From an optimization exercise on the open Yosys and OpenROAD flow, aimed at small area and a short achievable clock period; shortcuts taken in it are not production practice. Where RTL was checked, it was by simulation tests only, not by an equivalence proof against the original. The RTL of run 1 was laid out without a check of its function. No activity file was given, so power comes from the tool's default toggle rates.

==> flow/design.v (outline; a module is shown in full before it is edited, if it fits) <==
// module mipsExecUnit: 1121 lines
module mipsExecUnit
(
    input  logic        clk,
    input  logic        rstN,
    input  logic        instrValid,
    input  logic [31:0] instrWord,
    input  logic [31:0] rsValue,
    input  logic [31:0] rtValue,
    output logic        resultValid,
    output logic [32:0] execOut
);
  // ...
==> flow/run.sh <==
#!/bin/bash
# synth_recipe.tcl (not shown) runs the flow's synth.tcl, then flattens the netlist and writes it again
# the make line also repeats each setting of config.mk as NAME=value (left out here)
make -C /OpenROAD-flow-scripts/flow DESIGN_CONFIG=/design/flow/config.mk WORK_HOME=/design/flow/orfs CLKGATE_MAP_FILE= SYNTH_SCRIPT=/design/flow/synth_recipe.tcl finish
==> flow/config.mk <==
export PLATFORM = sky130hd
export DESIGN_NAME = mipsExecUnit
export DESIGN_NICKNAME = mipsExecUnit
export VERILOG_FILES = /design/flow/design.v
export SDC_FILE = /design/flow/constraint.sdc
export NUM_CORES = 4
export LEC_CHECK = 0
export CAP_MARGIN = 20
export CORE_MARGIN = 2
export CORE_UTILIZATION = 40
export SETUP_SLACK_MARGIN = 4.5
export SLEW_MARGIN = 20
==> flow/constraint.sdc <==
create_clock -name core_clock -period 9.0 [get_ports {clk}]
set_input_delay 1.8000 -clock core_clock [delete_from_list [all_inputs] [get_ports {clk}]]
set_output_delay 1.8000 -clock core_clock [all_outputs]
set_load 0.01 [all_outputs]
==> flow_summary.json, run 1 <==
{
  "syn_to_final_growth_pct": 12.8,
  "rsz0062_at_grt": "true",
  "status": "no timing/DRC/antenna violations",
  "path_common_cell": "fa_1",
  "n_all_buffers": 183,
  "grt_start_max_net_pins": 73,
  "route.detailed.drc": 0,
  "finalCritPeriodShare_pct": 48.4,
  "num-nonclk-inverters": 211,
  "vias_per_cell": 5.86,
  "relSlewSlack_pct": 24.0,
  "netlist_top_cells_count": "265 x dfxtp_1, 255 x xnor2_1, 222 x a22oi_1",
  "numCtsBuffers": 30,
  "p_leak_uw": 0.0105,
  "synth_ff_type": "dfxtp_1",
  "synth_top_area_cell": "dfxtp_1",
  "ios": 133,
  "powerDensity_mw_per_mm2": 137,
  "nonClkBufAreaFrac_pct": 6.77,
  "finish.utilization_pct": 45.6,
  "clk_path_buf_depth": 3,
  "worstMarginPinSlew_ps": 1140,
  "seq_area_frac_synth_pct": 23.8,
  "p_int_uw": 2390,
  "multi_input_area_share_pct": 61.1,
  "finalNonFillerCells": 3119,
  "r2r_cells": 9,
  "crit_type": "reg2reg",
  "crit_buf_inv": 2
}
==> run 2: changes to the inputs <==
--- a/flow/design.v
+++ b/flow/design.v
@@ -212,42 +212,42 @@
             hsgl[i] = (sh == 5'(2*i)) | ((i > 0) && (sh == 5'(2*i-1)));
             hdbl[i] = (sh == 5'(2*i+1));                
         end
     end
     logic [47:0] fSel;
     always_comb begin
         if (oMul)        fSel = {eneg, edbl, esgl};
         else if (kShift) fSel = {hdbl, hdbl, hsgl};
-        else             fSel = {16'd0, xSel};
+        else             fSel = {32'd0, 15'd0, kAddB | kSubB | kPassA};    
     end
     logic        v1;
     logic [31:0] a1;
     logic [47:0] f1;
-    logic        mm1, one1, cin1, srl1, slt1, sltK1, sltS1, tk1;
+    logic [31:0] c1;
+    logic        cin1, srl1, slt1, sltK1, sltS1, tk1;
     always_ff @(posedge clk) begin
         if (!rstN) v1 <= 1'b0;
         else       v1 <= instrValid;
         a1    <= aSel;
         f1    <= fSel;
-        mm1   <= kMulX;
-        one1  <= kAddB | kSubB | kPassA;
+        c1    <= kMulX ? 32'd0 : xSel;
         cin1  <= kSubB;
         srl1  <= fSrl;
         slt1  <= kSlt;
         sltK1 <= kSlt & sgnDiff & rsValue[31];
         sltS1 <= kSlt & ~sgnDiff;
         tk1   <= takenSel;
     end
     logic [15:0] bsgl, bdbl, bneg;
-    assign bsgl = (f1[15:0] & {16{mm1}}) | {15'd0, one1};
-    assign bdbl = f1[31:16] & {16{mm1}};
+    assign bsgl = f1[15:0];
+    assign bdbl = f1[31:16];
     assign bneg = f1[47:32];
     logic [31:0] crow;
-    assign crow = f1[31:0] & {32{~mm1}};
+    assign crow = c1;
     logic [32:0] ae;
     assign ae = {a1, 1'b0};
     logic [31:0] pp0;
     logic [29:0] pp1;
     logic [27:0] pp2;
     logic [25:0] pp3;
     logic [23:0] pp4;
     logic [21:0] pp5;
@@ -301,16 +301,17 @@
     logic fs10, fc10;
     logic fs11, fc11;
     logic hs7, hc7;
     logic fs12, fc12;
     logic fs13, fc13;
     logic fs14, fc14;
     logic fs15, fc15;
     logic hs8, hc8;
+    logic x31c0;
     logic hs9, hc9;
     logic hs10, hc10;
     logic fs16, fc16;
     logic hs11, hc11;
     logic fs17, fc17;
     logic hs12, hc12;
     logic fs18, fc18;
     logic fs19, fc19;
@@ -357,16 +358,17 @@
     logic fs56, fc56;
     logic fs57, fc57;
     logic fs58, fc58;
     logic fs59, fc59;
     logic fs60, fc60;
     logic fs61, fc61;
     logic fs62, fc62;
     logic fs63, fc63;
+    logic x31c1;
     logic hs17, hc17;
     logic hs18, hc18;
     logic fs64, fc64;
     logic hs19, hc19;
     logic fs65, fc65;
     logic hs20, hc20;
     logic fs66, fc66;
     logic fs67, fc67;
@@ -420,16 +422,17 @@
     logic fs113, fc113;
     logic fs114, fc114;
     logic fs115, fc115;
     logic fs116, fc116;
     logic fs117, fc117;
     logic fs118, fc118;
     logic fs119, fc119;
     logic fs120, fc120;
+    logic x31c2;
     logic hs23, hc23;
     logic hs24, hc24;
     logic fs121, fc121;
     logic hs25, hc25;
     logic fs122, fc122;
     logic hs26, hc26;
     logic fs123, fc123;
     logic fs124, fc124;
@@ -472,16 +475,17 @@
     logic fs161, fc161;
     logic fs162, fc162;
     logic fs163, fc163;
     logic fs164, fc164;
     logic fs165, fc165;
     logic fs166, fc166;
     logic fs167, fc167;
     logic fs168, fc168;
+    logic x31c3;
     assign hs0 = pp0[22] ^ pp1[20];
     assign hc0 = pp0[22] & pp1[20];
     assign hs1 = pp0[23] ^ pp1[21];
     assign hc1 = pp0[23] & pp1[21];
     assign fs0 = pp0[24] ^ pp1[22] ^ pp2[20];
     assign fc0 = (pp0[24] & pp1[22]) | (pp0[24] & pp2[20]) | (pp1[22] & pp2[20]);
     assign hs2 = pp3[18] ^ pp4[16];
     assign hc2 = pp3[18] & pp4[16];
@@ -522,16 +526,17 @@
     assign fs13 = pp3[24] ^ pp4[22] ^ pp5[20];
     assign fc13 = (pp3[24] & pp4[22]) | (pp3[24] & pp5[20]) | (pp4[22] & pp5[20]);
     assign fs14 = pp6[18] ^ pp7[16] ^ pp8[14];
     assign fc14 = (pp6[18] & pp7[16]) | (pp6[18] & pp8[14]) | (pp7[16] & pp8[14]);
     assign fs15 = pp9[12] ^ pp10[10] ^ pp11[8];
     assign fc15 = (pp9[12] & pp10[10]) | (pp9[12] & pp11[8]) | (pp10[10] & pp11[8]);
     assign hs8 = pp12[6] ^ pp13[4];
     assign hc8 = pp12[6] & pp13[4];
+    assign x31c0 = fc12 ^ fc13 ^ fc14 ^ fc15 ^ hc8;
     assign hs9 = pp0[14] ^ pp1[12];
     assign hc9 = pp0[14] & pp1[12];
     assign hs10 = pp0[15] ^ pp1[13];
     assign hc10 = pp0[15] & pp1[13];
     assign fs16 = pp0[16] ^ pp1[14] ^ pp2[12];
     assign fc16 = (pp0[16] & pp1[14]) | (pp0[16] & pp2[12]) | (pp1[14] & pp2[12]);
     assign hs11 = pp3[10] ^ pp4[8];
     assign hc11 = pp3[10] & pp4[8];
@@ -634,16 +639,17 @@
     assign fs60 = fs12 ^ fs13 ^ fs14;
     assign fc60 = (fs12 & fs13) | (fs12 & fs14) | (fs13 & fs14);
     assign fs61 = fs15 ^ hs8 ^ pp14[2];
     assign fc61 = (fs15 & hs8) | (fs15 & pp14[2]) | (hs8 & pp14[2]);
     assign fs62 = pp15[0] ^ bneg[15] ^ crow[30];
     assign fc62 = (pp15[0] & bneg[15]) | (pp15[0] & crow[30]) | (bneg[15] & crow[30]);
     assign fs63 = fc9 ^ fc10 ^ fc11;
     assign fc63 = (fc9 & fc10) | (fc9 & fc11) | (fc10 & fc11);
+    assign x31c1 = fc60 ^ fc61 ^ fc62 ^ fc63;
     assign hs17 = pp0[8] ^ pp1[6];
     assign hc17 = pp0[8] & pp1[6];
     assign hs18 = pp0[9] ^ pp1[7];
     assign hc18 = pp0[9] & pp1[7];
     assign fs64 = pp0[10] ^ pp1[8] ^ pp2[6];
     assign fc64 = (pp0[10] & pp1[8]) | (pp0[10] & pp2[6]) | (pp1[8] & pp2[6]);
     assign hs19 = pp3[4] ^ pp4[2];
     assign hc19 = pp3[4] & pp4[2];
@@ -760,16 +766,17 @@
     assign fs117 = fc53 ^ fc54 ^ fc55;
     assign fc117 = (fc53 & fc54) | (fc53 & fc55) | (fc54 & fc55);
     assign fs118 = fs60 ^ fs61 ^ fs62;
     assign fc118 = (fs60 & fs61) | (fs60 & fs62) | (fs61 & fs62);
     assign fs119 = fs63 ^ hc7 ^ fc56;
     assign fc119 = (fs63 & hc7) | (fs63 & fc56) | (hc7 & fc56);
     assign fs120 = fc57 ^ fc58 ^ fc59;
     assign fc120 = (fc57 & fc58) | (fc57 & fc59) | (fc58 & fc59);
+    assign x31c2 = fc118 ^ fc119 ^ fc120;
     assign hs23 = pp0[4] ^ pp1[2];
     assign hc23 = pp0[4] & pp1[2];
     assign hs24 = pp0[5] ^ pp1[3];
     assign hc24 = pp0[5] & pp1[3];
     assign fs121 = pp0[6] ^ pp1[4] ^ pp2[2];
     assign fc121 = (pp0[6] & pp1[4]) | (pp0[6] & pp2[2]) | (pp1[4] & pp2[2]);
     assign hs25 = pp3[0] ^ bneg[3];
     assign hc25 = pp3[0] & bneg[3];
@@ -864,17 +871,18 @@
     assign fs165 = fs115 ^ fs116 ^ fs117;
     assign fc165 = (fs115 & fs116) | (fs115 & fs117) | (fs116 & fs117);
     assign fs166 = fc112 ^ fc113 ^ fc114;
     assign fc166 = (fc112 & fc113) | (fc112 & fc114) | (fc113 & fc114);
     assign fs167 = fs118 ^ fs119 ^ fs120;
     assign fc167 = (fs118 & fs119) | (fs118 & fs120) | (fs119 & fs120);
     assign fs168 = fc115 ^ fc116 ^ fc117;
     assign fc168 = (fc115 & fc116) | (fc115 & fc117) | (fc116 & fc117);
-    logic [135:0] r2t, r2d;
+    assign x31c3 = fc167 ^ fc168;
+    logic [125:0] r2t, r2d;
     assign r2d[0] = pp0[0];
     assign r2d[1] = bneg[0];
     assign r2d[2] = crow[0];
     assign r2d[3] = cin1;
     assign r2d[4] = pp0[1];
     assign r2d[5] = crow[1];
     assign r2d[6] = pp0[2];
     assign r2d[7] = pp1[0];
@@ -987,30 +995,20 @@
     assign r2d[114] = fs166;
     assign r2d[115] = fc163;
     assign r2d[116] = fc164;
     assign r2d[117] = fs167;
     assign r2d[118] = fs168;
     assign r2d[119] = fc165;
     assign r2d[120] = fc166;
     assign r2d[121] = x31l0;
-    assign r2d[122] = fc12;
-    assign r2d[123] = fc13;
-    assign r2d[124] = fc14;
-    assign r2d[125] = fc15;
-    assign r2d[126] = hc8;
-    assign r2d[127] = fc60;
-    assign r2d[128] = fc61;
-    assign r2d[129] = fc62;
-    assign r2d[130] = fc63;
-    assign r2d[131] = fc118;
-    assign r2d[132] = fc119;
-    assign r2d[133] = fc120;
-    assign r2d[134] = fc167;
-    assign r2d[135] = fc168;
+    assign r2d[122] = x31c0;
+    assign r2d[123] = x31c1;
+    assign r2d[124] = x31c2;
+    assign r2d[125] = x31c3;
     logic        v2, srl2, slt2, sltK2, sltS2, tk2;
     always_ff @(posedge clk) begin
         if (!rstN) v2 <= 1'b0;
         else       v2 <= v1;
         r2t   <= r2d;
         srl2  <= srl1;
         slt2  <= slt1;
         sltK2 <= sltK1;
@@ -1196,29 +1194,31 @@
     assign fc222 = (fs192 & r2t[108]) | (fs192 & fc191) | (r2t[108] & fc191);
     assign fs223 = fs193 ^ r2t[112] ^ fc192;
     assign fc223 = (fs193 & r2t[112]) | (fs193 & fc192) | (r2t[112] & fc192);
     assign fs224 = fs194 ^ r2t[116] ^ fc193;
     assign fc224 = (fs194 & r2t[116]) | (fs194 & fc193) | (r2t[116] & fc193);
     assign fs225 = fs195 ^ r2t[120] ^ fc194;
     assign fc225 = (fs195 & r2t[120]) | (fs195 & fc194) | (r2t[120] & fc194);
     logic [31:0] rowA, rowB;
-    assign rowA = {(r2t[121] ^ r2t[122] ^ r2t[123] ^ r2t[124] ^ r2t[125] ^ r2t[126] ^ r2t[127] ^ r2t[128] ^ r2t[129] ^ r2t[130] ^ r2t[131] ^ r2t[132] ^ r2t[133] ^ r2t[134] ^ r2t[135] ^ fc195 ^ fc225), fs225, fs224, fs223, fs222, fs221, fs220, fs219, fs218, fs217, fs216, fs215, fs214, fs213, fs212, fs211, fs210, fs209, fs208, fs207, fs206, fs205, fs204, fs203, fs202, fs201, fs200, fs199, fs198, fs197, fs196, hs30};
+    assign rowA = {(r2t[121] ^ r2t[122] ^ r2t[123] ^ r2t[124] ^ r2t[125] ^ fc195 ^ fc225), fs225, fs224, fs223, fs222, fs221, fs220, fs219, fs218, fs217, fs216, fs215, fs214, fs213, fs212, fs211, fs210, fs209, fs208, fs207, fs206, fs205, fs204, fs203, fs202, fs201, fs200, fs199, fs198, fs197, fs196, hs30};
     assign rowB = {1'b0, fc224, fc223, fc222, fc221, fc220, fc219, fc218, fc217, fc216, fc215, fc214, fc213, fc212, fc211, fc210, fc209, fc208, fc207, fc206, fc205, fc204, fc203, fc202, fc201, fc200, fc199, fc198, fc197, fc196, hc30, r2t[3]};
     logic [31:0] sum;
     assign sum = rowA + rowB;
-    logic [31:0] res;
-    logic        pass2;
-    assign pass2 = ~srl2 & ~slt2;
-    always_comb begin
-        for (int i = 1; i < 32; i++) res[i] = (pass2 & sum[i]) | (srl2 & sum[31-i]);
-        res[0] = (pass2 & sum[0]) | ((srl2 | sltS2) & sum[31]) | sltK2;
-    end
-    logic [31:0] res3;
-    logic        tk3;
+    logic [31:0] sum3, res;
+    logic        srl3, slt3, sltK3, sltS3, tk3, pass3;
     always_ff @(posedge clk) begin
         if (!rstN) resultValid <= 1'b0;
         else       resultValid <= v2;
-        res3 <= res;
-        tk3  <= tk2;
+        sum3  <= sum;
+        srl3  <= srl2;
+        slt3  <= slt2;
+        sltK3 <= sltK2;
+        sltS3 <= sltS2;
+        tk3   <= tk2;
+    end
+    assign pass3 = ~srl3 & ~slt3;
+    always_comb begin
+        for (int i = 1; i < 32; i++) res[i] = (pass3 & sum3[i]) | (srl3 & sum3[31-i]);
+        res[0] = (pass3 & sum3[0]) | ((srl3 | sltS3) & sum3[31]) | sltK3;
     end
-    assign execOut = {res3, tk3};
+    assign execOut = {res, tk3};
 endmodule
==> flow/config.mk (replaced) <==
export PLATFORM = sky130hd
export DESIGN_NAME = mipsExecUnit
export DESIGN_NICKNAME = mipsExecUnit
export VERILOG_FILES = /design/flow/design.v
export SDC_FILE = /design/flow/constraint.sdc
export NUM_CORES = 4
export LEC_CHECK = 0
export CAP_MARGIN = 20
export CORE_MARGIN = 2
export CORE_UTILIZATION = 40
export SETUP_SLACK_MARGIN = 5
export SLEW_MARGIN = 20
==> run 2 against run 1 <==
Clock skew is 5.7 ps lower; utilization increased by 0.21 points; synthesized area down 1.5%; first-iteration DRC count decreased by 3.1%; critical endpoint is now r2t[125]; largest cell class unchanged.
==> flow_summary.json, run 2 <==
{
  "status": "no timing/DRC/antenna violations",
  "first_global_vias": 17560,
  "yosys.area_share.simple_pct": 6.74,
  "crit_path_end_kind": "flip-flop",
  "relSlewSlack_pct": 29.8,
  "post_dp_cell_area_mm2": 0.0235,
  "num_rows": 85,
  "multiInputGateArea_mm2": 0.0148,
  "final_common_cell": "dfxtp_1",
  "fmax_ghz": 0.253,
  "synth_fa_ha_area_share_pct": 23.5,
  "drv_slew": 0,
  "critPathTopFamily": "adder cells",
  "final_cell_mix": "279 x dfxtp_1, 257 x a22oi_1, 241 x xnor2_1, 220 x fa_1, 139 x inv_1",
  "insertion_delay_ps": 600,
  "syn_nets": 2590,
  "numCtsBuffers": 31,
  "tritoncts": "done",
  "synth_top_area_cell": "dfxtp_1",
  "ys_ff_latch": 289,
  "hold_viol": 0,
  "crit_buf_inv": 3,
  "gp_congestion": 0.919,
  "setup_viol": 0,
  "cts.sinks": 289,
  "grt_pass1_wl_mm": 108,
  "first_pass_iters": 6,
  "crit_type": "reg2reg",
  "design_area_mm2": 0.0248,
  "setup_tns_ps": 0,
  "hold_class": "reg2reg",
  "crit_path_cell_trace": "a22oi_1 -> xnor2_1 -> fa_1 -> inv_1 -> fa_1 -> inv_1 -> fa_1 -> inv_1 -> fa_1 -> xor2_1",
  "path_common_cell": "fa_1",
  "finalClockSkew_ps": 21.6,
  "syn_area_per_cell_um2": 9.92,
  "nets": 2577,
  "place_hpwl_mm": 50.5,
  "peakVddDrop_mv": 0.143,
  "crit_path_start_kind": "flip-flop",
  "route.detailed.drc": 0,
  "largest_reg_flops": 126,
  "use_met3_pct": 5.29,
  "chipHeight_um": 238,
  "cts_hold_buf": 0,
  "worstPathRequired_ps": 9480,
  "dieWidth_um": 238,
  "synth_compound_area_share_pct": 15.9,
  "vias_per_cell": 5.86,
  "cts-root-buf": "clkbuf_16",
  "dieArea_mm2": 0.0567,
  "port_buffers": 127,
  "drt-initial-drc-count": 1685,
  "drive_gt1_share_pct": 7.79,
  "path_clk_slew_ps": 60,
  "worst_hold_slack_ps": 322,
  "netlist_top_cells_count": "289 x dfxtp_1, 257 x a22oi_1, 241 x xnor2_1",
  "antenna_cells": 0,
  "synth-edff-count": 0,
  "clk_path_buf_depth": 3,
  "p_leak_uw": 0.0101,
  "syn_inst": 2211,
  "initial_core_util_pct": 40.6,
  "core_mm2": 0.0540,
  "syn_area_mm2": 0.0219,
  "syn_to_final_growth_pct": 12.9,
  "grt_start_max_net_pins": 74,
  "fillers": 5085,
  "synthXorXnorAreaFrac_pct": 15.1,
  "cts_max_level": 1,
  "routed_wl_mm": 72.1,
  "vias": 17101,
  "ios": 133,
  "synth_ff_type": "dfxtp_1",
  "ys_warn_count": 1,
  "reg_top3": "r2t x126, f1 x48",
  "worstMarginPinSlew_ps": 1050,
  "globalRouteMet1Util_pct": 32.2,
  "seq_area_frac_synth_pct": 26.4,
  "synth_top_area_share_pct": 26.4,
  "critPathMaxFanout": 21,
  "slowest_delay_ps": 1010,
  "finalNonFillerCells": 2917,
  "register_area_mm2": 0.00580,
  "busiest_layer": "met2",
  "synth_most_common_cell": "dfxtp_1",
  "period_minus_slack_ps": 3950,
  "antenna_found_initial": 1,
  "grtUsageTotal_pct": 24.9,
  "grt-ovfl-total": 0,
  "crit_slowest_cell": "dfxtp_1",
  "dp_cells": 2850,
  "powerDensity_mw_per_mm2": 151,
  "top_register": "r2t",
  "avgRoutedWirePerCell_um": 24.7,
  "finalCritPeriodShare_pct": 43.9,
  "rsz0062_at_grt": "false",
  "ant_nets": 0,
  "synthMuxAreaShare_pct": 5.81,
  "synthArstFlopShare_pct": 0,
  "ys_types": 66,
  "synth_top_cells_by_area": "dfxtp_1 26%, fa_1 20%, xnor2_1 9.6%",
  "arrival_ps": 4440,
  "grt_use_met2_pct": 40.5,
  "synth_top_family_by_area": "adder cells",
  "maxCapViolations": 0
}
==> run 2: changes by cell type in the layout (fill, tap and decap cells not counted), moves of 19 or more <==
| cell | previous run | this run |
|---|---|---|
| nor2b_1 | 31 | 7 |
| inv_1 | 209 | 139 |
| nand2_1 | 151 | 67 |
| nor2_1 | 61 | 119 |
| o21ai_0 | 95 | 59 |
| a22o_1 | 69 | 31 |
| a22oi_1 | 222 | 257 |
| dfxtp_1 | 260 | 279 |
==> run 2: worst paths after layout <==
| check | from | to | slack (ps) | depth (start not counted) |
|---|---|---|---|---|
| max | f1[21] | r2t[125] | 5050 | 10 |
| min reg2reg | slt2 | slt3 | 320 | 0 |
| min | slt2 | slt3 | 320 | 0 |
| max reg2reg | f1[21] | r2t[125] | 5050 | 10 |
==> run 2: through the flow <==
stage	util (%)	setup slack, ps	power (µW)
6_report	45.8	5050	3730
5_1_grt	45.8	5000	3900
4_1_cts	45.6	4970	3760
3_5_place_dp	43.5	3900	2430
3_3_place_gp	43.5	3650	2410
2_1_floorplan	-	5440	2030
==> run 2: layout make-up <==
class / instances / area share [%]
repair buffers: 174 / 6.75
clock buffers: 41 / 3.41
multi-input cells: 1561 / 59.9
well taps: 696 / 3.52
inverters: 141 / 2.15
flip-flops and latches: 289 / 23.4
clock inverters: 15 / 0.829
==> run 2: where the power goes <==
part	internal (µW)	leakage, µW	switching, µW
clock	776	0.000507	540
combinational	410	0.00719	501
sequential	1400	0.00237	101
==> run 2: kinds of logic after synthesis <==
group                    Yosys count
AO/OA/AOI/OAI                    502
XOR/XNOR                         378
buffers and inverters            365
AND/OR/NAND/NOR                  310
flip-flops                       289
adder cells (fa/ha/maj)          280
multiplexers                      87
==> run 2: routing by layer <==
layer  vias to the layer above  wire (µm)
met3                       199       6570
met4                         0       2990
met2                       916      33300
met1                      8451      29200
met5                         -          0
li1                       7535          -
==> run 2: what timing repair did <==
item | CTS | global route
gates cloned | 2 | 2
endpoints found under the setup margin | 93 | 76
setup buffers | 2 | 5
resized for setup | 13 | 13
pin swaps | 4 | 5
==> run 2: worst register-to-register path, stage by stage (launching register included) <==
cell and delay, ps:
dfxtp_1 1010, a22oi_1 260, xnor2_1 200, fa_1 490, inv_1 90, fa_1 510, inv_1 60, fa_1 550
inv_1 70, fa_1 430, xor2_1 170
==> run 3: changes to the inputs <==
--- a/flow/config.mk
+++ b/flow/config.mk
@@ -7,6 +7,7 @@
 export LEC_CHECK = 0
 export CAP_MARGIN = 20
 export CORE_MARGIN = 2
-export CORE_UTILIZATION = 40
+export CORE_UTILIZATION = 70
+export PLACE_DENSITY = 0.88
 export SETUP_SLACK_MARGIN = 5
 export SLEW_MARGIN = 20
==> run 3 against run 2 <==
Global-route usage grew 18 points; sequential share of layout area rose by 0.35 points; combinational power is 2.5% higher; utilization rose by 34 points; setup slack worse by 130 ps; final cell count is 10% lower.
==> flow_summary.json, run 3 <==
{
  "dieArea_mm2": 0.0328,
  "post_dp_cell_area_mm2": 0.0231,
  "peakVddDrop_mv": 0.125,
  "port_buffers": 127,
  "synth_ff_type": "dfxtp_1",
  "critPathTopFamily": "compound AO/OA/AOI/OAI gates",
  "worstHoldStart": "sltK2",
  "netlist_top_cells_count": "289 x dfxtp_1, 257 x a22oi_1, 241 x xnor2_1",
  "setup_tns_ps": 0,
  "syn_area_per_cell_um2": 9.92,
  "crit_path_cell_trace": "ha_1 -> inv_1 -> fa_1 -> inv_1 -> ha_1 -> a211oi_1 -> o21ai_0 -> nand4_1 -> o211ai_2 -> a211oi_1 -> or3_1 -> nand4_1",
  "drt-initial-drc-count": 3006,
  "final_cell_mix": "278 x dfxtp_1, 257 x a22oi_1, 241 x xnor2_1, 220 x fa_1, 139 x inv_1",
  "hold_class": "reg2reg",
  "fillers": 1872,
  "crit_type": "reg2reg",
  "worstMarginPinSlew_ps": 1070,
  "chipHeight_um": 181,
  "route.detailed.drc": 0,
  "syn_to_final_growth_pct": 11.3,
  "grt_start_max_net_pins": 75,
  "grt_pass1_wl_mm": 108,
  "period_minus_slack_ps": 4090,
  "grt-ovfl-total": 0,
  "r2r_end": "sum3[31]",
  "design_area_mm2": 0.0244,
  "finalPower_uw": 3770,
  "clk_path_buf_depth": 3,
  "r2r_cells": 12,
  "grtUsageTotal_pct": 43.3,
  "numCtsBuffers": 34,
  "ys_types": 66,
  "num_rows": 64,
  "worstPathRequired_ps": 9260,
  "hold_viol": 0,
  "initial_core_util_pct": 71.3,
  "largest_reg_flops": 126,
  "arrival_ps": 4340,
  "syn_area_mm2": 0.0219,
  "first_global_vias": 18864,
  "syn_inst": 2211,
  "seq_area_frac_synth_pct": 26.4,
  "reg_top3": "r2t x126, f1 x48",
  "synth_most_common_cell": "dfxtp_1",
  "cts.sinks": 289,
  "antenna_cells": 0,
  "synth_top_cells_by_area": "dfxtp_1 26%, fa_1 20%, xnor2_1 9.6%",
  "final_common_cell": "dfxtp_1",
  "antenna_found_initial": 0,
  "layout_setup_ws_ps": 4910,
  "powerDensity_mw_per_mm2": 155,
  "core_mm2": 0.0307,
  "crit_slowest_cell": "a211oi_1",
  "finalClockSkew_ps": 18.9,
  "ant_nets": 0,
  "vias": 18387,
  "synth_top_area_cell": "dfxtp_1",
  "synth-edff-count": 0,
  "finalCritPeriodShare_pct": 45.4,
  "syn_nets": 2590,
  "reg2reg_from": "r2t[6]",
  "holdPathStages": 0,
  "crit_path_end_kind": "flip-flop",
  "gp_congestion": 1.00,
  "setup_viol": 0,
  "top_register": "r2t",
  "place_ws_ps": 3980,
  "fmax_ghz": 0.245,
  "rsz0062_at_grt": "false",
  "p_leak_uw": 0.0101,
  "first_pass_iters": 8,
  "synth_top_area_share_pct": 26.4,
  "hold_end": "sltK3",
  "ys_ff_latch": 289,
  "insertion_delay_ps": 530,
  "nets": 2581,
  "cts_max_level": 2,
  "synthArstFlopShare_pct": 0,
  "crit_buf_inv": 2,
  "status": "no timing/DRC/antenna violations",
  "finish.utilization_pct": 79.4,
  "drv_slew": 0,
  "r2r_setup_slack_ps": 4910,
  "dieWidth_um": 181,
  "cts-root-buf": "clkbuf_16",
  "slowest_delay_ps": 510,
  "maxCapViolations": 0,
  "relSlewSlack_pct": 28.5,
  "avgRoutedWirePerCell_um": 27.5,
  "cts_hold_buf": 0,
  "vias_per_cell": 7.03,
  "path_clk_slew_ps": 60,
  "routed_wl_mm": 71.9,
  "place_hpwl_mm": 48.7,
  "ys_warn_count": 1,
  "critPathMaxFanout": 6,
  "crit_path_start_kind": "flip-flop",
  "drive_gt1_share_pct": 8.01,
  "tritoncts": "done",
  "ios": 133
}
## run 3: cell counts after synthesis
Identical to the previous run, type by type.
## run 3: worst max-delay path by stage
stage / from / endpoint / cells after the start
final: r2t[6] / sum3[31] / 12
after global placement: instrWord[27] / c1[29] / 8
after floorplan: instrWord[26] / c1[13] / 7
after CTS: instrWord[26] / c1[19] / 8
after global routing: instrWord[31] / c1[29] / 10
after detailed placement: instrWord[27] / c1[29] / 7
## run 3: cell families after synthesis
family / after synthesis / share of synthesized area [%]
AO/OA/AOI/OAI: 502 / 15.9
XOR/XNOR: 378 / 15.1
adder cells (fa/ha/maj): 280 / 23.5
buffers and inverters: 365 / 6.58
flip-flops: 289 / 26.4
multiplexers: 87 / 5.81
AND/OR/NAND/NOR: 310 / 6.74
## run 3: metrics by stage
step / instances / hold slack, ps
after floorplan: 2211 / 310
after global placement: 2548 / 312
after detailed placement: 2549 / 312
after CTS: 2610 / 325
after global routing: 2617 / 330
final: 2617 / 324
## run 3: area by class of cell
class	count	area, µm²	area share (%)
Clock buffer	37	872	3.57
Clock inverter	18	196	0.805
Inverter	141	534	2.19
Multi-Input combinational cell	1562	14800	60.8
Sequential cell	289	5800	23.8
Tap cell	396	495	2.03
Timing Repair Buffer	174	1670	6.82
## run 3: worst register-to-register path, stage by stage, from the launching register on
cell	delay (ps)
dfxtp_1	300
ha_1	290
inv_1	50
fa_1	500
inv_1	70
ha_1	270
a211oi_1	450
o21ai_0	390
nand4_1	260
o211ai_2	250
a211oi_1	510
or3_1	180
nand4_1	310
## run 3: layer usage
metal / wire length (µm) / up-vias / global-route usage, %
met4: 5450 / 0 / 25.2
met3: 10200 / 478 / 13.4
met1: 24800 / 8704 / 53.7
met5: 0 / - / 0
li1: - / 7529 / -
met2: 31500 / 1676 / 67.2
## run 3: what timing repair did
action | CTS | global route
resized for setup | 12 | 15
cloned | 3 | 2
pin swaps | 4 | 4
buffers inserted | 3 | 5
endpoints found under the setup margin | 97 | 58
## run 3: power by group
group          internal, µW  switching [µW]  total, µW  leakage, µW
combinational           418             516        934      0.00719
sequential             1400             102       1500      0.00237
clock                   767             571       1340     0.000510
total                  2580            1190       3770       0.0101
==> run 4: changes to the inputs <==
==> flow/flow/run.sh (new file) <==
#!/bin/bash
bash standard.sh SETUP_SLACK_MARGIN=5.9 finish > standard.log 2>&1
==> flow/standard.sh (new file) <==
#!/bin/bash
# synth_recipe.tcl (not shown) runs the flow's synth.tcl, then flattens the netlist and writes it again
# the make line also repeats each setting of config.mk as NAME=value (left out here)
make -C /OpenROAD-flow-scripts/flow DESIGN_CONFIG=/design/flow/config.mk WORK_HOME=/design/flow/orfs CLKGATE_MAP_FILE= SYNTH_SCRIPT=/design/flow/synth_recipe.tcl "${@:-finish}"
--- a/flow/config.mk
+++ b/flow/config.mk
@@ -7,7 +7,7 @@
 export LEC_CHECK = 0
 export CAP_MARGIN = 20
 export CORE_MARGIN = 2
-export CORE_UTILIZATION = 70
-export PLACE_DENSITY = 0.88
+export CORE_UTILIZATION = 60
+export PLACE_DENSITY = 0.8
 export SETUP_SLACK_MARGIN = 5
 export SLEW_MARGIN = 20
removed: flow/run.sh
==> run 4 against run 3 <==
Utilization is 3.1 points lower; final cell count is 8.4% higher; via count is 8.1% higher; clock power is 7% higher; combinational power is 19% higher; routed wire length is 20% higher; first-iteration DRC count is 1.8% lower; maximum frequency is 12% higher; synthesized cell count stayed put; register-to-register slack better by 500 ps; final area is 14% higher; count of clock-buffer cells in the layout is 2 higher.
==> flow_summary.json, run 4 <==
{
  "clk_path_buf_depth": 3,
  "hold_class": "reg2reg",
  "synth_ff_type": "dfxtp_1",
  "vias_per_cell": 7.01,
  "cts_hold_buf": 0,
  "grtUsageTotal_pct": 42.9,
  "syn_to_final_growth_pct": 26.4,
  "first_pass_iters": 10,
  "peakVddDrop_mv": 0.133,
  "arrival_ps": 1850,
  "antenna_found_initial": 1,
  "critPathMaxFanout": 4,
  "ys_warn_count": 1,
  "synth_top_area_cell": "dfxtp_1",
  "place_hpwl_mm": 47.6,
  "avgRoutedWirePerCell_um": 30.4,
  "syn_area_mm2": 0.0219,
  "path_clk_slew_ps": 60,
  "p_leak_uw": 0.0115,
  "tritoncts": "done",
  "num_rows": 70,
  "rsz0062_at_grt": "true",
  "finalClockSkew_ps": 53.3,
  "grt_start_max_net_pins": 74,
  "grt-ovfl-total": 0,
  "relSlewSlack_pct": 53.1,
  "numCtsBuffers": 30,
  "routed_wl_mm": 86.2,
  "initial_core_util_pct": 60.4,
  "synth_top_area_share_pct": 26.4,
  "netlist_top_cells_count": "289 x dfxtp_1, 257 x a22oi_1, 241 x xnor2_1",
  "ys_ff_latch": 289,
  "grt_pass1_wl_mm": 123,
  "final_common_cell": "xnor2_1",
  "synth_top_cells_by_area": "dfxtp_1 26%, fa_1 20%, xnor2_1 9.6%",
  "crit_path_end_kind": "primary output",
  "slowest_delay_ps": 390,
  "powerDensity_mw_per_mm2": 146,
  "syn_inst": 2211,
  "chipHeight_um": 195,
  "synth-edff-count": 0,
  "crit_path_start_kind": "flip-flop",
  "first_global_vias": 20151,
  "syn_nets": 2590,
  "reg_top3": "r2t x126, f1 x48",
  "ant_nets": 0,
  "dieArea_mm2": 0.0381,
  "route.detailed.drc": 0,
  "status": "no timing/DRC/antenna violations",
  "port_buffers": 127,
  "drt-initial-drc-count": 2953,
  "maxCapViolations": 0,
  "synthArstFlopShare_pct": 0,
  "final_cell_mix": "235 x xnor2_1, 230 x dfxtp_1, 223 x a22oi_1, 202 x fa_1, 130 x xor2_1",
  "fmax_ghz": 0.274,
  "worstMarginPinSlew_ps": 703,
  "cts.sinks": 289,
  "worst_hold_slack_ps": 326,
  "vias": 19873,
  "drive_gt1_share_pct": 24.9,
  "nets": 2722,
  "synth_most_common_cell": "dfxtp_1",
  "largest_reg_flops": 126,
  "period_minus_slack_ps": 3650,
  "finalCritPeriodShare_pct": 40.5,
  "ios": 133,
  "crit_path_cell_trace": "nor2_4 -> buf_4 -> buf_6 -> a21oi_2 -> nand2_1 -> buf_2",
  "syn_area_per_cell_um2": 9.92,
  "setup_viol": 0,
  "insertion_delay_ps": 640,
  "place_ws_ps": 3960,
  "top_register": "r2t",
  "crit_slowest_cell": "dfxtp_4",
  "setup_tns_ps": 0,
  "layout_setup_ws_ps": 5350,
  "seq_area_frac_synth_pct": 26.4,
  "cts-root-buf": "clkbuf_16",
  "drv_slew": 0,
  "core_mm2": 0.0363,
  "hold_viol": 0,
  "crit_type": "reg2out",
  "worstPathRequired_ps": 7200,
  "cts_max_level": 1,
  "ys_types": 66,
  "gp_congestion": 1.00,
  "dieWidth_um": 195
}
## run 4: worst paths after layout
path	from	to	slack, ps	depth (start not counted)
setup / recovery	slt3	execOut[1]	5350	6
hold / removal	sltK1	sltK2	330	0
setup reg to reg	r2t[37]	sum3[31]	5410	10
hold reg to reg	sltK1	sltK2	330	0
## run 4: logic make-up (layout without fill, tap and decap cells)
logic type,after synthesis,in the layout,synth area share (%)
AO/OA/AOI/OAI,502,503,15.9
adder cells (fa/ha/maj),280,280,23.5
AND/OR/NAND/NOR,310,315,6.74
flip-flops,289,289,26.4
other,0,1,0
buffers and inverters,365,515,6.58
XOR/XNOR,378,378,15.1
multiplexers,87,87,5.81
## run 4: metrics by stage
step	utilization, %	cell area (µm²)	total power [µW]	cells
6_report	76.3	27700	4060	2836
5_1_grt	76.3	27700	4160	2835
4_1_cts	73.9	26900	3900	2793
3_5_place_dp	63.9	23200	2410	2621
3_3_place_gp	63.9	23200	2380	2621
2_1_floorplan	-	22200	2040	2211
## run 4: metal layers
metal  global-route usage (%)  up-vias  wire length, µm
li1                         -     7837                -
met1                     50.1     9382            27700
met2                     66.3     1992            37800
met3                     15.3      662            12500
met4                     29.9        0             8220
met5                        0        -                0
## run 4: timing repair
action	CTS	global route
resized for setup	537	153
endpoints found under the setup margin	220	135
setup buffers	95	37
gates cloned	21	5
pin swaps	97	84
## run 4: report_power, final
| part | internal [µW] | switching [µW] | leakage [µW] |
|---|---|---|---|
| registers | 1390 | 111 | 0.00240 |
| clock network | 865 | 578 | 0.000551 |
| logic | 489 | 623 | 0.00854 |
## run 4: layout make-up
cell class,count,area [µm²]
clock inverters,17,297
fillers,2087,8630
flip-flops and latches,289,5940
repair buffers,318,3530
inverters,141,542
diodes,1,2.50
well taps,468,586
clock buffers,39,845
multi-input cells,1563,16000
## run 4: worst max-delay path: cells and delay by family, from the launching register on
family / cells / cell delay [ps]
AOI/OAI and AO/OA: 1 / 40
buffers and inverters: 3 / 410
DFF: 1 / 390
and+or+nand+nor: 2 / 370
==> run 5: changes to the inputs <==
==> flow/run.sh (new file) <==
#!/bin/bash
# synth_recipe.tcl (not shown) runs the flow's synth.tcl, then flattens the netlist and writes it again
# the make line also repeats each setting of config.mk as NAME=value (left out here)
make -C /OpenROAD-flow-scripts/flow DESIGN_CONFIG=/design/flow/config.mk WORK_HOME=/design/flow/orfs CLKGATE_MAP_FILE= SYNTH_SCRIPT=/design/flow/synth_recipe.tcl finish
removed: flow/flow/run.sh
removed: flow/standard.sh
==> run 5 against run 4 <==
Synthesized area is the same; routed wire length fell by 20%; maximum frequency shrank 6.7%; combinational power shrank 17%; final area shrank 12%; still clean; clock power is 12% lower.
==> flow_summary.json, run 5 <==
{
  "status": "no timing/DRC/antenna violations",
  "crit_path_start_kind": "flip-flop",
  "first_global_vias": 18024,
  "p_switching_uw": 1170,
  "crit_slowest_cell": "dfxtp_4",
  "place_ws_ps": 3700,
  "port_buffers": 127,
  "ant_nets": 0,
  "cts-root-buf": "clkbuf_16",
  "period_minus_slack_ps": 3910,
  "insertion_delay_ps": 590,
  "synth_top_area_share_pct": 26.4,
  "finalClockSkew_ps": 12.0,
  "crit_path_cell_trace": "nor2_4 -> buf_12 -> a22o_1 -> clkdlybuf4s50_1",
  "ys_types": 66,
  "fillers": 2747,
  "ys_warn_count": 1,
  "place_hpwl_mm": 47.5,
  "netlist_top_cells_count": "289 x dfxtp_1, 257 x a22oi_1, 241 x xnor2_1",
  "arrival_ps": 2110,
  "cts_max_level": 1,
  "synth_top_area_cell": "dfxtp_1",
  "core_mm2": 0.0363,
  "p_int_uw": 2530,
  "critPathMaxFanout": 34,
  "drt-initial-drc-count": 2286,
  "clkPwrFrac_pct": 34.4,
  "cts_hold_buf": 0,
  "drv_slew": 0,
  "syn_to_final_growth_pct": 11.6,
  "fmax_ghz": 0.256,
  "grt_use_met2_pct": 57.8,
  "crit_type": "reg2out",
  "clk_path_buf_depth": 3,
  "reg_top3": "r2t x126, f1 x48",
  "hold_class": "reg2reg",
  "globalRouteMet1Util_pct": 46.0,
  "finish.utilization_pct": 67.4,
  "grt_pass1_wl_mm": 105,
  "initial_core_util_pct": 60.4,
  "pwr-share-comb_pct": 25.1,
  "finalPower_uw": 3690,
  "synth_ff_type": "dfxtp_1",
  "syn_nets": 2590,
  "p_leak_uw": 0.0101,
  "finalCritPeriodShare_pct": 43.4,
  "largest_reg_flops": 126,
  "maxCapViolations": 0,
  "antenna_cells": 0,
  "path_clk_slew_ps": 60,
  "rsz0062_at_grt": "false",
  "powerDensity_mw_per_mm2": 151,
  "avgRoutedWirePerCell_um": 25.8,
  "first_pass_iters": 7,
  "ios": 133,
  "ys_ff_latch": 289,
  "crit_path_end_kind": "primary output",
  "chipHeight_um": 195,
  "route.detailed.drc": 0,
  "setup_tns_ps": 0,
  "worstMarginPinSlew_ps": 1170,
  "design_area_mm2": 0.0245,
  "tritoncts": "done",
  "hold_viol": 0,
  "swShare_pct": 31.6,
  "final_cell_mix": "279 x dfxtp_1, 257 x a22oi_1, 241 x xnor2_1, 220 x fa_1, 139 x inv_1",
  "vias_per_cell": 6.56,
  "dieWidth_um": 195,
  "syn_area_mm2": 0.0219,
  "antenna_found_initial": 0,
  "busiest_layer": "met2",
  "numCtsBuffers": 29,
  "syn_area_per_cell_um2": 9.92,
  "relSlewSlack_pct": 22.0,
  "setup_viol": 0,
  "peakVddDrop_mv": 0.141,
  "routed_wl_mm": 69.3,
  "synth_top_cells_by_area": "dfxtp_1 26%, fa_1 20%, xnor2_1 9.6%",
  "use_met3_pct": 7.84,
  "critPathTopFamily": "buffers and inverters",
  "syn_inst": 2211,
  "seq_area_frac_synth_pct": 26.4,
  "vias": 17653,
  "synth-edff-count": 0,
  "grt_start_max_net_pins": 75,
  "synthArstFlopShare_pct": 0,
  "post_dp_cell_area_mm2": 0.0232,
  "crit_buf_inv": 2,
  "final_common_cell": "dfxtp_1",
  "worstPathRequired_ps": 7200,
  "grt-ovfl-total": 0,
  "slowest_delay_ps": 580,
  "layout_setup_ws_ps": 5090,
  "num_rows": 70,
  "cts.sinks": 289,
  "dieArea_mm2": 0.0381,
  "gp_congestion": 1.01,
  "drive_gt1_share_pct": 8.24,
  "power_frac_seq_pct": 40.5,
  "synth_most_common_cell": "dfxtp_1",
  "grtUsageTotal_pct": 36.2,
  "top_register": "r2t",
  "nets": 2579
}
run 5: cell count changes in the layout (fill, tap and decap cells not counted), sizes merged, moves of 4 or more:
cell           delta
dlymetal6s2s     -13
buf             -162
bufinv            -4
clkbuf           -16
bufbuf           -12
inv               +5
clkdlybuf4s50    +99
clkdlybuf4s15     -5
dlygate4sd2      -38
run 5: timing repair:
| item | 4_1_cts | 5_1_grt |
|---|---|---|
| gates cloned | 4 | 1 |
| buffers inserted | 6 | 4 |
| pin swaps | 6 | 5 |
| gates resized for setup | 23 | 13 |
| setup endpoints to repair | 117 | 59 |
run 5: cell type report:
type                    instances  area [µm²]  area share [%]
clock buffers                  33         771            3.15
clock inverters                20         229           0.935
inverters                     141         534            2.18
multi-input cells            1562       14900            60.7
flip-flops and latches        289        5800            23.7
well taps                     468         586            2.39
repair buffers                177        1700            6.93
run 5: path summary, 6_finish.rpt:
path              startpoint  cells past startpoint     endpoint  slack, ps
hold / removal           tk1                      0          tk2        330
hold reg to reg          tk1                      0          tk2        330
setup reg to reg     r2t[29]                     10     sum3[31]       5110
setup / recovery        srl3                      4  execOut[11]       5090
run 5: power by group through the flow:
stage | Clock [µW] | Sequential [µW] | Combinational [µW]
floorplan | 0 | 1480 | 551
global placement | 0 | 1520 | 861
detailed placement | 0 | 1520 | 885
CTS | 1280 | 1500 | 902
global route | 1330 | 1510 | 988
finish | 1270 | 1500 | 925
run 5: cell families after synthesis:
logic type,share of synthesized area (%)
buffers and inverters,6.58
AND/OR/NAND/NOR,6.74
multiplexers,5.81
XOR/XNOR,15.1
flip-flops,26.4
adder cells (fa/ha/maj),23.5
AO/OA/AOI/OAI,15.9
run 5: per-layer routing:
metal / vias to the layer above / part of all wire [%]
li1: 7538 / -
met1: 8473 / 37
met2: 1328 / 45
met3: 314 / 11
met4: 0 / 6.7
met5: - / 0
run 5: per-stage QoR:
stage          hold WS [ps]  cells
3_5_place_dp            312   2622
6_report                327   2690
4_1_cts                 327   2685
3_3_place_gp            310   2622
2_1_floorplan           310   2211
5_1_grt                 332   2690
==> run 6: changes to the inputs <==
==> flow/flow/run.sh (new file) <==
#!/bin/bash
bash standard.sh SETUP_SLACK_MARGIN=5.3 finish > standard.log 2>&1
==> flow/standard.sh (new file) <==
#!/bin/bash
# synth_recipe.tcl (not shown) runs the flow's synth.tcl, then flattens the netlist and writes it again
# the make line also repeats each setting of config.mk as NAME=value (left out here)
make -C /OpenROAD-flow-scripts/flow DESIGN_CONFIG=/design/flow/config.mk WORK_HOME=/design/flow/orfs CLKGATE_MAP_FILE= SYNTH_SCRIPT=/design/flow/synth_recipe.tcl "${@:-finish}"
removed: flow/run.sh
==> run 6 against run 5 <==
Still clean; final area up 1.5%; clock power barely moved; die area unchanged; setup slack gained 50 ps; non-clock buffer count grew 24; count of clock-buffer cells in the layout unchanged; largest cell class unchanged.
==> flow_summary.json, run 6 <==
{
  "synth-edff-count": 0,
  "reg_top3": "r2t x126, f1 x48",
  "synth_most_common_cell": "dfxtp_1",
  "syn_area_per_cell_um2": 9.92,
  "crit_type": "in2reg",
  "nets": 2604,
  "crit_buf_inv": 2,
  "r2r_setup_slack_ps": 5250,
  "tritoncts": "done",
  "grt_start_max_net_pins": 75,
  "drt-initial-drc-count": 2291,
  "vias": 17872,
  "drv_slew": 0,
  "synth_top_cells_by_area": "dfxtp_1 26%, fa_1 20%, xnor2_1 9.6%",
  "syn_nets": 2590,
  "gp_congestion": 1.01,
  "slowest_delay_ps": 530,
  "first_pass_iters": 9,
  "p_leak_uw": 0.0104,
  "ys_ff_latch": 289,
  "power_frac_seq_pct": 40.6,
  "insertion_delay_ps": 590,
  "highest_layer": "met4",
  "finalPower_uw": 3680,
  "clkPwrFrac_pct": 34.6,
  "first_global_vias": 18244,
  "crit_path_end_kind": "flip-flop",
  "fillers": 2689,
  "crit_path_cell_trace": "clkdlybuf4s50_1 -> nor2_1 -> nand4_1 -> nor3b_1 -> a311o_2 -> nor2_4 -> buf_12 -> mux4_2 -> nor2_1",
  "initial_core_util_pct": 60.4,
  "register_area_mm2": 0.00583,
  "ys_warn_count": 1,
  "worstMarginPinSlew_ps": 845,
  "num_rows": 70,
  "relSlewSlack_pct": 43.1,
  "powerDensity_mw_per_mm2": 148,
  "ios": 133,
  "clk_path_buf_depth": 3,
  "path_common_cell": "nor2_1",
  "port_buffers": 127,
  "synth_top_area_cell": "dfxtp_1",
  "setup_tns_ps": 0,
  "synth_top_area_share_pct": 26.4,
  "grt_pass1_wl_mm": 107,
  "hold_viol": 0,
  "cts-root-buf": "clkbuf_16",
  "syn_to_final_growth_pct": 13.4,
  "grtUsageTotal_pct": 36.7,
  "p_int_uw": 2500,
  "dieWidth_um": 195,
  "worst_hold_slack_ps": 327,
  "final_cell_mix": "265 x dfxtp_1, 257 x a22oi_1, 241 x xnor2_1, 220 x fa_1, 138 x inv_1",
  "critPathMaxFanout": 16,
  "path_clk_slew_ps": 70,
  "netlist_top_cells_count": "289 x dfxtp_1, 257 x a22oi_1, 241 x xnor2_1",
  "largest_reg_flops": 126,
  "hold_class": "reg2reg",
  "synth_ff_type": "dfxtp_1",
  "routed_wl_mm": 70.6,
  "arrival_ps": 4360,
  "top_register": "r2t",
  "grt-ovfl-total": 0,
  "route.detailed.drc": 0,
  "syn_inst": 2211,
  "status": "no timing/DRC/antenna violations",
  "rsz0062_at_grt": "true",
  "swShare_pct": 32.0,
  "finish.utilization_pct": 68.4,
  "seq_area_frac_synth_pct": 26.4,
  "multiInputGateArea_mm2": 0.0150,
  "syn_area_mm2": 0.0219,
  "period_minus_slack_ps": 3860,
  "finalClockSkew_ps": 12.4,
  "cts.sinks": 289,
  "avgRoutedWirePerCell_um": 26.0,
  "synthArstFlopShare_pct": 0,
  "numCtsBuffers": 29,
  "antenna_found_initial": 0,
  "finalCritPeriodShare_pct": 42.9,
  "crit_slowest_cell": "clkdlybuf4s50_1",
  "cts_hold_buf": 0,
  "vias_per_cell": 6.58,
  "crit_path_start_kind": "primary input",
  "cts_max_level": 1,
  "wl_met3_mm": 8.00,
  "worstPathRequired_ps": 9500,
  "critPathTopFamily": "simple AND/OR/NAND/NOR gates",
  "drive_gt1_share_pct": 10.5,
  "dieArea_mm2": 0.0381,
  "chipHeight_um": 195,
  "final_common_cell": "dfxtp_1",
  "wl_met2_mm": 31.7,
  "ys_types": 66,
  "core_mm2": 0.0363,
  "pwr-share-comb_pct": 24.7,
  "drt-met1-wl_mm": 25.9,
  "place_hpwl_mm": 47.5,
  "maxCapViolations": 0,
  "ant_nets": 0,
  "setup_viol": 0,
  "peakVddDrop_mv": 0.143,
  "p_switching_uw": 1180,
  "antenna_cells": 0,
  "fmax_ghz": 0.259
}
[run 6: cell count changes in the layout (fill, tap and decap cells not counted), moves of 5 or more]
| cell | delta |
|---|---|
| buf_12 | +5 |
| clkdlybuf4s50_1 | -37 |
| buf_4 | +14 |
| dlygate4sd2_1 | +26 |
| dlymetal6s2s_1 | +7 |
| dfxtp_2 | +11 |
| dfxtp_1 | -14 |
[run 6: routing by layer]
layer	up-vias	global-route usage, %
met3	341	7.84
met1	8567	46.7
met4	0	20.7
met2	1366	58.5
li1	7598	-
met5	-	0
[run 6: cell type report]
cell class / instances / area share (%)
Timing Repair Buffer: 201 / 7.86
Sequential cell: 289 / 23.4
Clock buffer: 33 / 3.10
Inverter: 141 / 2.15
Multi-Input combinational cell: 1563 / 60.2
Clock inverter: 20 / 0.921
Tap cell: 468 / 2.35
[run 6: cells by family (layout without fill, tap and decap cells)]
| kind of cell | after synthesis | count (layout) | synth area share, % |
|---|---|---|---|
| DFF | 289 | 289 | 26.4 |
| adders and majority gates | 280 | 280 | 23.5 |
| buffers and inverters | 365 | 395 | 6.58 |
| xor gates and xnor gates | 378 | 378 | 15.1 |
| muxes | 87 | 87 | 5.81 |
| and+or+nand+nor | 310 | 315 | 6.74 |
| AOI/OAI and AO/OA | 502 | 503 | 15.9 |
[run 6: per-stage QoR]
stage                     worst slack (ps)  area, µm²  cells
after floorplan                       5440      21900   2211
after global placement                3800      23200   2622
after detailed placement              3700      23200   2622
after global routing                  5150      24900   2715
final                                 5140      24900   2715
after CTS                             5210      24600   2703
[run 6: timing repair]
item	4_1_cts	5_1_grt
buffers inserted	21	11
gates resized for setup	82	43
pin swaps	16	6
cloned	7	1
setup endpoints to repair	153	72
[run 6: final timing paths]
| path | startpoint | end | depth (start not counted) |
|---|---|---|---|
| worst max-delay path | instrWord[0] | c1[17] | 9 |
| worst min register to register | sltS2 | sltS3 | 0 |
| worst max register to register | r2t[29] | sum3[31] | 10 |
| worst min-delay path | sltS2 | sltS3 | 0 |
[run 6: power by group through the flow]
stage	clock network, µW	logic, µW	registers, µW
3_5_place_dp	0	885	1520
5_1_grt	1330	972	1510
6_report	1270	910	1500
4_1_cts	1280	878	1500
3_3_place_gp	0	861	1520
2_1_floorplan	0	551	1480
==> run 7: changes to the inputs <==
==> flow/flow/run.sh (replaced) <==
#!/bin/bash
bash standard.sh SETUP_SLACK_MARGIN=5.6 finish > standard.log 2>&1
==> run 7 against run 6 <==
Non-clock buffer count increased by 47; sequential share of layout area decreased by 1.0 points; die area unchanged; first-iteration DRC count increased by 26%; clock skew increased by 12 ps; critical endpoint is now execOut[13].
==> flow_summary.json, run 7 <==
{
  "antenna_found_initial": 0,
  "synth_most_common_cell": "dfxtp_1",
  "synth_fa_ha_area_share_pct": 23.5,
  "ant_nets": 0,
  "worst_hold_slack_ps": 330,
  "crit_cells": 5,
  "synthArstFlopShare_pct": 0,
  "largest_reg_flops": 126,
  "slowest_delay_ps": 370,
  "reg_top3": "r2t x126, f1 x48",
  "num_rows": 70,
  "initial_core_util_pct": 60.4,
  "setup_viol": 0,
  "crit_path_start_kind": "flip-flop",
  "synth_ff_type": "dfxtp_1",
  "drt-initial-drc-count": 2876,
  "synth_compound_area_share_pct": 15.9,
  "netlist_top_cells_count": "289 x dfxtp_1, 257 x a22oi_1, 241 x xnor2_1",
  "routed_wl_mm": 78.9,
  "drive_gt1_share_pct": 18.2,
  "synthXorXnorAreaFrac_pct": 15.1,
  "syn_area_per_cell_um2": 9.92,
  "route.detailed.drc": 0,
  "arrival_ps": 1790,
  "dieArea_mm2": 0.0381,
  "core_mm2": 0.0363,
  "clk_path_buf_depth": 3,
  "grt_pass1_wl_mm": 114,
  "critPathMaxFanout": 15,
  "gp_congestion": 1.04,
  "r2r_cells": 10,
  "dieWidth_um": 195,
  "syn_to_final_growth_pct": 20.0,
  "peakVddDrop_mv": 0.124,
  "vias_per_cell": 6.82,
  "tritoncts": "done",
  "status": "no timing/DRC/antenna violations",
  "insertion_delay_ps": 600,
  "synthMuxAreaShare_pct": 5.81,
  "cts.sinks": 289,
  "worstPathRequired_ps": 7200,
  "yosys.area_share.simple_pct": 6.74,
  "fmax_ghz": 0.279,
  "hold_viol": 0,
  "first_pass_iters": 9,
  "seq_area_frac_synth_pct": 26.4,
  "synth_top_area_cell": "dfxtp_1",
  "first_global_vias": 19401,
  "setup_tns_ps": 0,
  "crit_path_cell_trace": "buf_6 -> nor2_4 -> buf_12 -> a22o_1 -> clkdlybuf4s15_2",
  "drv_slew": 0,
  "period_minus_slack_ps": 3590,
  "nets": 2652,
  "holdPathStages": 0,
  "synth-edff-count": 0,
  "powerDensity_mw_per_mm2": 145,
  "grt-ovfl-total": 0,
  "crit_path_end_kind": "primary output",
  "syn_area_mm2": 0.0219,
  "numCtsBuffers": 29,
  "syn_nets": 2590,
  "final_cell_mix": "247 x a22oi_1, 243 x dfxtp_1, 240 x xnor2_1, 213 x fa_1, 136 x inv_1",
  "synth_top_area_share_pct": 26.4,
  "finalCritPeriodShare_pct": 39.9,
  "cts_max_level": 1,
  "synth_top_family_by_area": "adder cells",
  "finalClockSkew_ps": 24.9,
  "crit_buf_inv": 3,
  "vias": 18856,
  "place_hpwl_mm": 47.9,
  "grtUsageTotal_pct": 39.6,
  "avgRoutedWirePerCell_um": 28.5,
  "hold_class": "reg2reg",
  "critPathTopFamily": "buffers and inverters",
  "chipHeight_um": 195,
  "crit_type": "reg2out",
  "syn_inst": 2211,
  "crit_slowest_cell": "dfxtp_4",
  "ios": 133,
  "ys_warn_count": 1,
  "ys_types": 66,
  "grt_start_max_net_pins": 75,
  "top_register": "r2t",
  "synth_top_cells_by_area": "dfxtp_1 26%, fa_1 20%, xnor2_1 9.6%",
  "cts-root-buf": "clkbuf_16",
  "antenna_cells": 0,
  "path_clk_slew_ps": 70,
  "worstMarginPinSlew_ps": 784,
  "maxCapViolations": 0,
  "port_buffers": 127,
  "final_common_cell": "a22oi_1",
  "rsz0062_at_grt": "true",
  "relSlewSlack_pct": 47.7,
  "ys_ff_latch": 289,
  "p_leak_uw": 0.0108
}
## run 7: kinds of logic after synthesis
group / count (synthesis)
compound gates: 502
xor+xnor: 378
fa+ha+maj: 280
buf+inv: 365
flops: 289
mux: 87
simple gates: 310
## run 7: worst register-to-register path: stages, from the launching register on
cell	delay, ps
dfxtp_1	330
fa_1	580
fa_1	470
ha_4	290
a21oi_4	180
o21ai_1	110
o22ai_2	260
o211ai_4	190
a211oi_4	360
or3_1	160
nand4_1	360
## run 7: final timing paths
check	slack [ps]	endpoint	from
worst min register to register	330	sltK2	sltK1
worst max register to register	5430	sum3[31]	r2t[45]
worst max-delay path	5410	execOut[13]	srl3
worst min-delay path	330	sltK2	sltK1
## run 7: metrics by stage
step | cells | instance area, µm² | worst slack, ps | util [%] | power, µW
2_1_floorplan | 2211 | 22000 | 5450 | - | 2030
3_3_place_gp | 2620 | 23200 | 3770 | 63.8 | 2370
3_5_place_dp | 2620 | 23200 | 3980 | 63.8 | 2410
4_1_cts | 2729 | 25600 | 5410 | 70.4 | 3730
5_1_grt | 2764 | 26300 | 5360 | 72.5 | 3940
6_report | 2764 | 26300 | 5410 | 72.5 | 3820
## run 7: per-layer routing
| layer | global-route usage (%) | routed length, µm |
|---|---|---|
| met5 | 0 | 0 |
| met4 | 27.2 | 7020 |
| met3 | 11.6 | 10600 |
| met2 | 62.2 | 35000 |
| met1 | 47.2 | 26300 |
## run 7: cell type report
cell class | instances | area, µm²
Tap cell | 468 | 586
Fill cell | 2358 | 10000
Clock inverter | 21 | 280
Inverter | 141 | 542
Timing Repair Buffer | 248 | 2800
Clock buffer | 33 | 751
Multi-Input combinational cell | 1564 | 15500
Sequential cell | 289 | 5910
## run 7: where the power goes
part | internal, µW | switching (µW)
Sequential | 1390 | 104
Clock | 754 | 561
Combinational | 443 | 562
Total | 2590 | 1230
## run 7: timing repair
action,in CTS,in global routing
setup endpoints to repair,204,112
cloned,12,6
hold buffers,0,0
setup buffers,43,29
pin swaps,27,40
gates resized for setup,349,118

-- port drivers added, routing unchanged --
The results above use ideal ports. As a check the final layouts listed here were re-extracted and re-timed, cells and wires unchanged. Step 1, drivers: a clkbuf_16 drives clk and a buf_2 each remaining input, both assumed. Step 2, shift: input delay + t, output delay - t, t = (earliest + latest rising clock arrival at the registers) / 2. This alone moves slack from input paths to output paths. Three values: ideal ports, drivers, drivers and shift; two values: the first two.
run | shift t [ns] | setup slack, ns | hold WS [ns] | worst slew at a driven data input, ns | pins driven straight from the clock port
run 1 | 0.625 | 4.641 / 4.641 / 4.093 | 0.325 / 0.325 / 0.325 | 0.05 | 1
run 2 | 0.645 | 5.047 / 5.047 / 4.465 | 0.322 / 0.322 / 0.322 | 0.05 | 1
run 3 | 0.573 | 4.913 / 4.913 / 4.481 | 0.324 / 0.324 / 0.324 | 0.04 | 1
run 4 | 0.666 | 5.353 / 5.304 / 5.025 | 0.326 / 0.326 / 0.326 | 0.07 | 1
run 5 | 0.635 | 5.093 / 5.040 / 4.510 | 0.327 / 0.327 / 0.327 | 0.04 | 1
run 6 | 0.639 | 5.143 / 5.174 / 4.535 | 0.327 / 0.327 / 0.327 | 0.04 | 1
run 7 | 0.643 | 5.411 / 5.355 / 4.926 | 0.330 / 0.330 / 0.330 | 0.06 | 1
After both steps setup and hold are still met in every run listed. For run 6, which loses most, drivers alone change the setup slack by +0.031 ns; drivers and shift together by -0.608 ns.
